Background: an optimization exercise with open tools, aiming at small area. Do not read the settings as production practice. The RTL was checked by simulation tests, not by an equivalence proof against the original design. Power figures rest on the tool's default switching activity, not on a simulated workload.

// mvm_top
module mvm_top (
    input  logic         CLOCK_50,
    input  logic         reset_n,
    input  logic         in_valid,
    output logic         in_ready,
    input  logic [511:0] w,
    input  logic [63:0]  u,
    output logic         out_valid,
    input  logic         out_ready,
    output logic [63:0]  v,
    output logic [7:0]   sat_flag
);
    mvm_seq_sat u_mvm (
        .CLOCK_50 (CLOCK_50),
        .reset_n  (reset_n),
        .in_valid (in_valid),
        .in_ready (in_ready),
        .w        (w),
        .u        (u),
        .out_valid(out_valid),
        .out_ready(out_ready),
        .v        (v),
        .sat_flag (sat_flag)
    );
endmodule
==> module mvm_seq_sat, before the edit <==
module mvm_seq_sat (
    input  logic         CLOCK_50,
    input  logic         reset_n,
    input  logic         in_valid,
    output logic         in_ready,
    input  logic [511:0] w,
    input  logic [63:0]  u,
    output logic         out_valid,
    input  logic         out_ready,
    output logic [63:0]  v,
    output logic [7:0]   sat_flag
);
    logic        busy_q, done_q, fl_q, ph_q;
    logic [5:0]  cnt_q;
    logic [7:0]  wq [64];
    logic [7:0]  uq [8];
    logic        facc_q;
    logic [7:0]  fq;
    logic        load;
    logic        first, lastcol, last, lastrow, inj;
    logic [7:0]  acc_q;
    assign in_ready  = reset_n && !busy_q && !done_q && !fl_q && !ph_q;
    assign out_valid = done_q;
    assign load      = in_valid && in_ready;
    assign first     = (cnt_q[2:0] == 3'd0);
    assign lastcol   = (cnt_q[2:0] == 3'd7);
    assign last      = (cnt_q == 6'd63);
    assign lastrow   = (cnt_q[5:3] == 3'd7);
    assign inj       = busy_q && lastcol;
    assign acc_q     = wq[63];
    logic [7:0]  wh, uh, m, a, s, acc_n;
    logic [14:0] pn;
    logic        pov, sgn, sov, flag_n;
    mul8s u_mul (
        .a (wh),
        .b (uh),
        .pn(pn)
    );
    always_comb begin
        wh     = wq[0] ^ {8{ph_q}};
        uh     = uq[0] ^ {8{ph_q}};
        pov    = !((&pn[14:7]) || !(|pn[14:7]));
        sgn    = wq[0][7] ^ uq[0][7];
        m      = pov ? {sgn, {7{!sgn}}} : ~pn[7:0];
        a      = first ? 8'd0 : acc_q;
        s      = a + m;
        sov    = (a[7] == m[7]) && (s[7] != a[7]);
        acc_n  = sov ? {a[7], {7{!a[7]}}} : s;
        flag_n = (!first && facc_q) || pov || sov;
    end
    always_ff @(posedge CLOCK_50 or negedge reset_n) begin
        if (!reset_n) begin
            busy_q <= 1'b0;
            done_q <= 1'b0;
            fl_q   <= 1'b1;
            ph_q   <= 1'b0;
            cnt_q  <= 6'd0;
        end else begin
            ph_q  <= !ph_q;
            cnt_q <= cnt_q + {5'd0, busy_q | fl_q};
            if (load) begin
                busy_q <= 1'b1;
            end else if (busy_q && last) begin
                busy_q <= 1'b0;
                done_q <= 1'b1;
            end else if (done_q && out_ready) begin
                done_q <= 1'b0;
                fl_q   <= 1'b1;
            end else if (fl_q && last) begin
                fl_q <= 1'b0;
            end
        end
    end
    always_ff @(posedge CLOCK_50) begin
        for (int k = 0; k < 64; k++) begin
            if (!(done_q && (k % 8 == 7))) begin
                wq[k] <= ~(({8{load}} & w[k*8 +: 8]) |
                           ((k == 63) ? (busy_q ? ~acc_n : {8{ph_q}}) : wq[k+1]));
            end
        end
        for (int i = 0; i < 8; i++) begin
            uq[i] <= ~(({8{load}} & u[i*8 +: 8]) |
                       ((i == 7) ? (lastrow ? {8{ph_q}} : uq[0]) : uq[i+1]));
        end
        facc_q <= flag_n;
        if (inj) begin
            for (int r = 0; r < 7; r++) begin
                fq[r] <= fq[r+1];
            end
            fq[7] <= flag_n;
        end
    end
    always_comb begin
        for (int r = 0; r < 8; r++) begin
            v[r*8 +: 8] = wq[r*8 + 7];
        end
        sat_flag = fq;
    end
endmodule
clock: 32.0 ns
lec_check: 0
abc_area: 1
cap_margin: 20
core_margin: 2
core_utilization: 40
slew_margin: 20
standard.sh (not shown) runs the stock make flow with config.mk's settings and CLKGATE_MAP_FILE= SYNTH_SCRIPT=/design/flow/synth_recipe.tcl, a recipe that flattens the netlist after the stock synthesis.
==> flow/flow/run.sh <==
#!/bin/bash
set -euo pipefail
export PRE_GLOBAL_PLACE_TCL="$PWD/flow/downsize.tcl"
export BUFFER_PORTS_ARGS="-buffer_cell sky130_fd_sc_hd__buf_1"
export CTS_ARGS="-sink_clustering_enable -repair_clock_nets -dont_use_dummy_load -buf_list sky130_fd_sc_hd__clkbuf_8 -sink_clustering_size 16 -sink_clustering_max_diameter 100"
bash standard.sh finish > run_standard.log 2>&1
==> flow/flow/downsize.tcl <==
# Before global placement: give every combinational cell the smallest drive
# strength of its own cell family (same function and pins). Synthesis maps
# some gates at larger drives; at this clock period none needs it, and the
# later repair steps still buffer or resize wherever slew or capacitance
# requires it.
set block [ord::get_db_block]
set n 0
set saved 0.0
foreach inst [$block getInsts] {
  set master [$inst getMaster]
  set name [$master getName]
  if {![regexp {^(sky130_fd_sc_hd__[a-z0-9]+)_([0-9]+)$} $name -> base drive]} { continue }
  if {[regexp {df|dl|sdf|edf|tap|fill|decap|diode|conb|clkbuf|clkinv|clkdly} $base]} { continue }
  set area [expr {[$master getWidth] * [$master getHeight]}]
  set best $name
  set best_area $area
  foreach d {0 1 2 3 4 6 8 12 16} {
    set cand "${base}_$d"
    if {$cand eq $name} { continue }
    set m [[ord::get_db] findMaster $cand]
    if {$m eq "NULL" || $m eq ""} { continue }
    set lc [get_lib_cells -quiet */$cand]
    if {[llength $lc] == 0} { continue }
    if {[get_property $lc dont_use]} { continue }
    set a [expr {[$m getWidth] * [$m getHeight]}]
    if {$a < $best_area} { set best $cand; set best_area $a }
  }
  if {$best ne $name} {
    replace_cell [$inst getName] $best
    incr n
    set saved [expr {$saved + ($area - $best_area) / 1e6}]
  }
}
puts "downsize: resized $n cells, saved $saved um^2"
Next try:
--- a/flow/design.v
+++ b/flow/design.v
@@ -14,11 +14,11 @@
     logic [5:0]  cnt_q;
     logic [7:0]  wq [64];
     logic [7:0]  uq [8];
+    logic [7:0]  acc_q;
     logic        facc_q;
     logic [7:0]  fq;
     logic        load;
     logic        first, lastcol, last, lastrow, inj;
-    logic [7:0]  acc_q;
     assign in_ready  = reset_n && !busy_q && !done_q && !fl_q && !ph_q;
     assign out_valid = done_q;
     assign load      = in_valid && in_ready;
@@ -27,7 +27,6 @@
     assign last      = (cnt_q == 6'd63);
     assign lastrow   = (cnt_q[5:3] == 3'd7);
     assign inj       = busy_q && lastcol;
-    assign acc_q     = wq[63];
     logic [7:0]  wh, uh, m, a, s, acc_n;
     logic [14:0] pn;
     logic        pov, sgn, sov, flag_n;
@@ -75,13 +74,14 @@
         for (int k = 0; k < 64; k++) begin
             if (!(done_q && (k % 8 == 7))) begin
                 wq[k] <= ~(({8{load}} & w[k*8 +: 8]) |
-                           ((k == 63) ? (busy_q ? ~acc_n : {8{ph_q}}) : wq[k+1]));
+                           ((k == 63) ? (inj ? ~acc_n : {8{ph_q}}) : wq[k+1]));
             end
         end
         for (int i = 0; i < 8; i++) begin
             uq[i] <= ~(({8{load}} & u[i*8 +: 8]) |
                        ((i == 7) ? (lastrow ? {8{ph_q}} : uq[0]) : uq[i+1]));
         end
+        acc_q  <= acc_n;
         facc_q <= flag_n;
         if (inj) begin
             for (int r = 0; r < 7; r++) begin
Result: Final area rises by 0.94%. Wire length falls by about 2.7%. Utilization rises by 0.55 points. Combinational power falls by 61%. Total power falls by about 20%. Clock skew falls by 0.015 ns. Global-route usage falls by 1.1 points. Non-clock buffer count rises by 2.

port drivers added, routing unchanged:
Ports are ideal in the flow. The routed layouts listed here were re-timed in OpenROAD.
Step 1 (the two cells are an assumption about what drives the block):
set clk [get_ports {CLOCK_50}]
set_driving_cell -lib_cell sky130_fd_sc_hd__clkbuf_16 $clk
set_driving_cell -lib_cell sky130_fd_sc_hd__buf_2 [delete_from_list [all_inputs] $clk]
Step 2 times the ports against the registers' clock, not the clock port: input delays grow and output delays shrink by t, the midpoint of the rising clock arrivals with the driver on.
Three values: no drivers, after step 1, after step 2; two values: the first two.
run	t (ns)	setup WS [ns]	worst register clock-pin slew, ns	worst slew at a driven data input, ns
the first run	0.666	18.298 / 18.270 / 18.270	0.11 / 0.11	0.12
the second run	0.637	18.282 / 18.238 / 18.238	0.12 / 0.12	0.10
After both steps every run listed still meets setup and hold. The setup slack of the second run, which loses most, moves by -0.044 ns with the drivers and by -0.044 ns with both steps.
